This design comes from an exercise in tuning for small area, a short achievable clock period and few clock cycles per item on the open sky130 flow, not from production work. Only simulation tests tie the RTL to the original design; equivalence was not proved. No driver is modelled on the clock port, so clocking that relies on it looks cheaper here than on a real chip. Power figures rest on the tool's default switching activity, not on a simulated workload.

## kmp_substring_search_core
module kmp_substring_search_core (
  input  logic                          clk_i,
  input  logic                          rst_ni,
  input  logic                          in_valid_i,
  output logic                          in_ready_o,
  input  logic [kmp_pkg::REQ_W-1:0]     req_type_i,
  input  logic [kmp_pkg::CHAR_W-1:0]    char_value_i,
  input  logic                          last_text_i,
  output logic                          out_valid_o,
  input  logic                          out_ready_i,
  output logic [kmp_pkg::STAT_W-1:0]    status_o,
  output logic [kmp_pkg::POS_W-1:0]     match_position_o,
  output logic [kmp_pkg::CNT_W-1:0]     pattern_count_o
);
For scale: ~2,100 cells after synthesis, ~43 I/O pins, roughly 29,000 sq um of cells after synthesis.
Settings: LEC_CHECK=0, ABC_CLOCK_PERIOD_IN_PS=2500, CAP_MARGIN=20, CORE_MARGIN=2, CORE_UTILIZATION=50, CTS_BUF_LIST=sky130_fd_sc_hd__clkbuf_16, CTS_CLUSTER_DIAMETER=100, CTS_CLUSTER_SIZE=30, SETUP_SLACK_MARGIN=3.8, SLEW_MARGIN=20; clock period 6.0 ns.
run.sh (not shown) runs the stock make flow with config.mk's settings and CLKGATE_MAP_FILE= SYNTH_SCRIPT=/design/flow/synth_recipe.tcl, a recipe that flattens the netlist after the stock synthesis.
The baseline produced a clean layout.
Testbench counts at the start, summed over its fixed seeds: cycles 21,147, items 21,123.
Edit:
==> flow/flow/run.sh (new file) <==
#!/bin/bash
set -euo pipefail
work=$(cd "$(dirname "$0")/.." && pwd)
cd "$work"
export POST_CTS_TCL="$work/flow/collapse.tcl"
bash standard.sh > "$work/standard.log" 2>&1
==> flow/flow/collapse.tcl (new file) <==
set block [ord::get_db_block]
set clk_net [$block findNet clk_i]
set roots {}
foreach it [$clk_net getITerms] { lappend roots [$it getInst] }
if {[llength $roots] == 1} {
  set root [lindex $roots 0]
  set rnet [[$root findITerm X] getNet]
  set loads {}
  foreach it [$rnet getITerms] {
    if {[$it getInst] ne $root} { lappend loads $it }
  }
  if {[string match "sky130_fd_sc_hd__clkbuf_*" [[$root getMaster] getName]] && [llength $loads] <= 4} {
    foreach it $loads {
      $it disconnect
      $it connect $clk_net
    }
    [$root findITerm A] disconnect
    [$root findITerm X] disconnect
    odb::dbInst_destroy $root
    odb::dbNet_destroy $rnet
    puts "collapse: clock port now drives [llength $loads] buffers directly"
  }
}
==> flow/standard.sh (new file) <==
#!/bin/bash
# synth_recipe.tcl (not shown) runs the flow's synth.tcl, then flattens the netlist and writes it again
# the make line also repeats each setting of config.mk as NAME=value (left out here)
make -C /OpenROAD-flow-scripts/flow DESIGN_CONFIG=/design/flow/config.mk WORK_HOME=/design/flow/orfs CLKGATE_MAP_FILE= SYNTH_SCRIPT=/design/flow/synth_recipe.tcl "${@:-finish}"
removed: flow/run.sh
The changed run went through all stages and came out clean.
Global-route usage stays flat.
Final area hardly moves.
Clock power decreases by about 2%.
Area after synthesis stays the same.
Cell count barely changes.
Wire length falls by 1.0%.
Total power shrinks by 0.70%.
Die area does not change.
Utilization fell by 0.11 points.

== run A ==
Another version of the RTL of kmp_substring_search_core (not shown whole).
Size in the first run: about 2100 cells after synthesis, about 680 flip-flops, about 0.029 mm2 of cells after synthesis.
Settings: LEC_CHECK=0, ABC_CLOCK_PERIOD_IN_PS=2500, CAP_MARGIN=20, CORE_MARGIN=2, CORE_UTILIZATION=50, CTS_BUF_LIST=sky130_fd_sc_hd__clkbuf_16, CTS_CLUSTER_DIAMETER=80, CTS_CLUSTER_SIZE=25, SETUP_SLACK_MARGIN=3.8, SLEW_MARGIN=20; clock period 6.0 ns.
standard.sh (not shown) runs the stock make flow with config.mk's settings and CLKGATE_MAP_FILE= SYNTH_SCRIPT=/design/flow/synth_recipe.tcl, a recipe that flattens the netlist after the stock synthesis.
==> flow/flow/run.sh <==
#!/bin/bash
set -euo pipefail
work=$(cd "$(dirname "$0")/.." && pwd)
cd "$work"
export POST_CTS_TCL="$work/flow/collapse.tcl"
bash standard.sh > "$work/standard.log" 2>&1
==> flow/flow/collapse.tcl <==
set block [ord::get_db_block]
set clk_net [$block findNet clk_i]
set roots {}
foreach it [$clk_net getITerms] { lappend roots [$it getInst] }
if {[llength $roots] == 1} {
  set root [lindex $roots 0]
  set rnet [[$root findITerm X] getNet]
  set loads {}
  foreach it [$rnet getITerms] {
    if {[$it getInst] ne $root} { lappend loads $it }
  }
  if {[string match "sky130_fd_sc_hd__clkbuf_*" [[$root getMaster] getName]] && [llength $loads] <= 4} {
    foreach it $loads {
      $it disconnect
      $it connect $clk_net
    }
    [$root findITerm A] disconnect
    [$root findITerm X] disconnect
    odb::dbInst_destroy $root
    odb::dbNet_destroy $rnet
    puts "collapse: clock port now drives [llength $loads] buffers directly"
  }
}
Testbench counts of run A, summed over its fixed seeds: cycles 21,147, items 21,123.
[inputs] run B vs run A
- a change of CTS_CLUSTER_DIAMETER from 80 to 100
- a change of CTS_CLUSTER_SIZE from 25 to 30
- a change of CORE_UTILIZATION from 50 to 40
==> flow/run.sh (new file) <==
#!/bin/bash
# synth_recipe.tcl (not shown) runs the flow's synth.tcl, then flattens the netlist and writes it again
# the make line also repeats each setting of config.mk as NAME=value (left out here)
make -C /OpenROAD-flow-scripts/flow DESIGN_CONFIG=/design/flow/config.mk WORK_HOME=/design/flow/orfs CLKGATE_MAP_FILE= SYNTH_SCRIPT=/design/flow/synth_recipe.tcl finish
removed: flow/flow/run.sh
removed: flow/flow/collapse.tcl
removed: flow/standard.sh
==> results.txt <==
Growth of design area from synthesis to finish delta (run B -> run A): insignificant. Compared run B against run A; number of flops mapped to enable cells by yosys within noise. On total wire length after detailed routing, run B tracks run A almost exactly. Going from run A to run B, the ratio of routed vias to standard cells was found to have gone down by 6.1%. The met2 track demand over resource of run B falls short of that of run A by 8.8 points. As far as CTS clock-pin slew for the worst setup and hold paths is concerned, run A and run B perform about the same. Run B vs run A — worst IR drop on VDD dropped 26%.
> inputs changed (run B -> run C)
- swapping 40 for 50 in CORE_UTILIZATION
- putting PLACE_DENSITY at 0.75 where nothing was set
==> flow/flow/run.sh (new file) <==
#!/bin/bash
set -euo pipefail
work=$(cd "$(dirname "$0")/.." && pwd)
cd "$work"
export POST_CTS_TCL="$work/flow/collapse.tcl"
bash standard.sh > "$work/standard.log" 2>&1
==> flow/flow/collapse.tcl (new file) <==
set block [ord::get_db_block]
set clk_net [$block findNet clk_i]
set roots {}
foreach it [$clk_net getITerms] { lappend roots [$it getInst] }
if {[llength $roots] == 1} {
  set root [lindex $roots 0]
  set rnet [[$root findITerm X] getNet]
  set loads {}
  foreach it [$rnet getITerms] {
    if {[$it getInst] ne $root} { lappend loads $it }
  }
  if {[string match "sky130_fd_sc_hd__clkbuf_*" [[$root getMaster] getName]] && [llength $loads] <= 4} {
    foreach it $loads {
      $it disconnect
      $it connect $clk_net
    }
    [$root findITerm A] disconnect
    [$root findITerm X] disconnect
    odb::dbInst_destroy $root
    odb::dbNet_destroy $rnet
    puts "collapse: clock port now drives [llength $loads] buffers directly"
  }
}
==> flow/standard.sh (new file) <==
#!/bin/bash
# synth_recipe.tcl (not shown) runs the flow's synth.tcl, then flattens the netlist and writes it again
# the make line also repeats each setting of config.mk as NAME=value (left out here)
make -C /OpenROAD-flow-scripts/flow DESIGN_CONFIG=/design/flow/config.mk WORK_HOME=/design/flow/orfs CLKGATE_MAP_FILE= SYNTH_SCRIPT=/design/flow/synth_recipe.tcl "${@:-finish}"
removed: flow/run.sh
Findings:
Run C | status: complete | timing, DRC, antenna: pass. Per-cell routed wire length, run C vs run B: up by a few percent. Worst endpoint required time was lower in the run labelled run B. Between run C and run B, the difference in number of combinational gates with multiple inputs is negligible. Run C ended up with reg -> reg as its critical path start-end classification; run B ended up with reg -> out. Internal power consumption (run C vs. run B) decreases slightly. On wire length: between run C and run B, it ends up higher for run B. When run C is measured against run B, its clock network power share turns out 1.6 points lower.

## afterwards: timing with drivers on the ports
Ports are ideal in the flow. The routed layouts listed here were re-timed in OpenROAD. Step 1 assumes that a clkbuf_16 drives the clock port and a buf_2 every other input. Step 2, shift: input delay + t, output delay - t, t = (earliest + latest rising clock arrival at the registers) / 2. This alone moves slack from input paths to output paths. Slacks: ideal / step 1 / step 2; pairs: ideal / step 1.
run | shift t [ns] | setup slack, ns | clock arrival spread, ns | slew at the worst register clock pin (ns) | worst slew at a driven data input, ns
the first run of note 1 | 0.679 | 3.617 / 3.553 / 3.205 | 0.049 / 0.048 | 0.12 / 0.12 | 0.05
the second run of note 1 | 0.547 | 3.761 / 3.683 / 3.361 | 0.046 / 0.046 | 0.12 / 0.12 | 0.05
run A | 0.512 | 3.627 / 3.627 / 3.391 | 0.025 / 0.025 | 0.10 / 0.10 | 0.05
run B | 0.673 | 3.548 / 3.486 / 3.183 | 0.034 / 0.034 | 0.12 / 0.12 | 0.05
run C | 0.537 | 3.546 / 3.546 / 3.329 | 0.018 / 0.018 | 0.12 / 0.12 | 0.05
After both steps setup and hold are still met in every run listed. The setup slack of the first run of note 1, which loses most, moves by -0.064 ns with the drivers and by -0.412 ns with both steps.
